What follows belongs to an exercise in optimizing a design on an open flow for small area, a short achievable clock period and few clock cycles per item; a production flow would make more cautious choices.
In this exercise RTL edits were held to simulation tests only and were not proved equivalent to the original.
Power is estimated from default activity; no workload was simulated.

==> flow/design.v (excerpt) <==
module tolerant_run_length_encoder_core #(
    parameter int RUN_DEPTH = 16
) (
    input  logic                          i_clk,
    input  logic                          i_rst_n,
    input  logic                          i_s_tvalid,
    output logic                          o_s_tready,
    input  logic [47:0]                   i_s_tdata,
    output logic                          o_m_tvalid,
    input  logic                          i_m_tready,
    output logic [31:0]                   o_m_tdata,
    output logic                          o_m_tlast,
    input  logic                          i_cfg_we,
    input  logic [trle_pkg::CFG_AW-1:0]   i_cfg_addr,
    input  logic [trle_pkg::CFG_DW-1:0]   i_cfg_wdata
);
Settings: LEC_CHECK=0, CAP_MARGIN=20, CORE_MARGIN=2, CORE_UTILIZATION=40, SETUP_SLACK_MARGIN=3.5, SLEW_MARGIN=20; clock period 7.0 ns.
run.sh (not shown) runs the stock make flow with config.mk's settings and CLKGATE_MAP_FILE= SYNTH_SCRIPT=/design/flow/synth_recipe.tcl, a recipe that flattens the netlist after the stock synthesis.
Testbench counts at the start, summed over its fixed seeds: cycles 14,731, words 12,800.
Rerun with:
--- a/flow/design.v
+++ b/flow/design.v
@@ -429,34 +429,50 @@
             end
             if (i_cfg_we && ((i_cfg_addr == trle_pkg::CFG_INTERVAL) ||
                              (i_cfg_addr == trle_pkg::CFG_RELATIVE))) begin
                 r_bv   <= 1'b0;
                 r_rcq  <= 1'b1;
                 r_fixa <= 1'b0;
                 r_fixb <= 1'b0;
             end
         end
     end
+    logic            r_f_app;      
+    logic            r_f_cfl;      
+    logic            r_f_setm1;    
+    logic            r_f_zrec;     
+    logic [AW-1:0]   r_f_tail;
+    always_ff @(posedge i_clk) begin
+        if (!i_rst_n) begin
+            r_f_app   <= 1'b0;
+            r_f_setm1 <= 1'b0;
+            r_f_zrec  <= 1'b0;
+        end else begin
+            r_f_app   <= w_go && w_app;
+            r_f_setm1 <= w_go && (w_agel || (w_join && w_cfl));
+            r_f_zrec  <= w_go && w_zrec;
+        end
+        r_f_cfl  <= w_cfl;
+        r_f_tail <= r_tail[AW-1:0];
+    end
     always_ff @(posedge i_clk) begin
         for (int k = 0; k < RUN_DEPTH; k++) begin
-            if (w_go) begin
-                if (w_app && (w_pos[AW-1:0] == AW'(k))) begin
-                    r_last[k] <= w_cfl;
-                    r_zero[k] <= 1'b0;
-                end else begin
-                    if (((w_agel || (w_join && w_cfl)) && (w_tailm1[AW-1:0] == AW'(k))) ||
-                        (w_zrec && (r_tail[AW-1:0] == AW'(k)))) begin
-                        r_last[k] <= 1'b1;
-                    end
-                    if (w_zrec && (r_tail[AW-1:0] == AW'(k))) begin
-                        r_zero[k] <= 1'b1;
-                    end
+            if (r_f_app && ((r_f_zrec ? r_f_tail + AW'(1) : r_f_tail) == AW'(k))) begin
+                r_last[k] <= r_f_cfl;
+                r_zero[k] <= 1'b0;
+            end else begin
+                if ((r_f_setm1 && ((r_f_tail - AW'(1)) == AW'(k))) ||
+                    (r_f_zrec && (r_f_tail == AW'(k)))) begin
+                    r_last[k] <= 1'b1;
+                end
+                if (r_f_zrec && (r_f_tail == AW'(k))) begin
+                    r_zero[k] <= 1'b1;
                 end
             end
         end
     end
     assign w_ld = r_avail && (!r_ov || i_m_tready);
     always_ff @(posedge i_clk) begin
         if (!i_rst_n) begin
             r_head <= '0;
             r_ov   <= 1'b0;
         end else if (w_ld) begin
Effect:
- The new run produced a clean layout
- combinational power falls by roughly a tenth
- clock skew climbs by 0.0042 ns
- wire length is lower slightly
- sequential power is higher slightly
- utilization goes down by 0.85 points
- setup slack gains 0.062 ns
- die area is lower slightly
- count of clock-buffer cells in the layout increases by 11
- maximum frequency grows slightly
- final area is lower by a few percent
- total power drops by a few percent
- via count went down slightly
- hold slack hardly moves
Testbench counts after the change, summed over its fixed seeds: cycles 14,731, words 12,800.

--- another note on this design; it stands on its own ---

## before
==> flow/design.v (excerpt) <==
module tolerant_run_length_encoder_core #(
    parameter int RUN_DEPTH = 16
) (
    input  logic                          i_clk,
    input  logic                          i_rst_n,
    input  logic                          i_s_tvalid,
    output logic                          o_s_tready,
    input  logic [47:0]                   i_s_tdata,
    output logic                          o_m_tvalid,
    input  logic                          i_m_tready,
    output logic [31:0]                   o_m_tdata,
    output logic                          o_m_tlast,
    input  logic                          i_cfg_we,
    input  logic [trle_pkg::CFG_AW-1:0]   i_cfg_addr,
    input  logic [trle_pkg::CFG_DW-1:0]   i_cfg_wdata
);
Size in the first run: ~4400 cells after synthesis, ~930 flip-flops, ~49000 sq um of cells after synthesis.
==> flow/config.mk <==
export PLATFORM = sky130hd
export DESIGN_NAME = tolerant_run_length_encoder_core
export DESIGN_NICKNAME = tolerant_run_length_encoder_core
export VERILOG_FILES = /design/flow/design.v
export SDC_FILE = /design/flow/constraint.sdc
export NUM_CORES = 4
export LEC_CHECK = 0
export CAP_MARGIN = 20
export CORE_MARGIN = 2
export CORE_UTILIZATION = 40
export SETUP_SLACK_MARGIN = 3.75
export SLEW_MARGIN = 20
==> flow/constraint.sdc <==
create_clock -name core_clock -period 7.0 [get_ports {i_clk}]
set_input_delay 1.4000 -clock core_clock [delete_from_list [all_inputs] [get_ports {i_clk}]]
set_output_delay 1.4000 -clock core_clock [all_outputs]
set_load 0.01 [all_outputs]
run.sh (not shown) runs the stock make flow with config.mk's settings and CLKGATE_MAP_FILE= SYNTH_SCRIPT=/design/flow/synth_recipe.tcl, a recipe that flattens the netlist after the stock synthesis.
before went all the way through synthesis, placement and routing and the layout is clean on timing, DRC and antenna.
Testbench counts of before, summed over its fixed seeds: cycles 14,731, words 12,800.
For after, these inputs were changed with respect to before:
- SETUP_SLACK_MARGIN now 3.0, was 3.75
Higher sequential share of layout area was reported by after, not before.
Relative to before, the worst voltage drop across the vdd grid measured on after has decreased by a few percent.
Max first-iteration DRC count across before and after: before
after against before; number of clock buffer instances in the layout is up by more than 10%.
Min switching power across before and after: after

-- afterwards: timing with drivers on the ports --
How much do the figures lean on ideal ports? The routed layouts below were timed once more, with nothing changed but the port constraints. Step 1 assumes that a clkbuf_16 drives the clock port and a buf_2 every other input. Step 2 also shifts input and output timing later by t, the mid clock arrival at the registers, as if the neighbouring blocks saw the same clock. a / b / c = ideal ports / drivers / drivers and shift; a / b = the first two.
| run | t, ns | setup slack, ns | slew at the worst register clock pin (ns) |
|---|---|---|---|
| the first run of note 1 | 0.773 | 3.291 / 3.291 / 2.919 | 0.07 / 0.07 |
| the second run of note 1 | 0.766 | 3.353 / 3.403 / 2.639 | 0.06 / 0.06 |
| before | 0.780 | 3.336 / 3.336 / 2.843 | 0.07 / 0.07 |
| after | 0.749 | 3.073 / 3.073 / 2.858 | 0.06 / 0.06 |
After both steps every run listed still meets setup and hold. For the second run of note 1, which loses most, drivers alone change the setup slack by +0.050 ns; drivers and shift together by -0.714 ns.
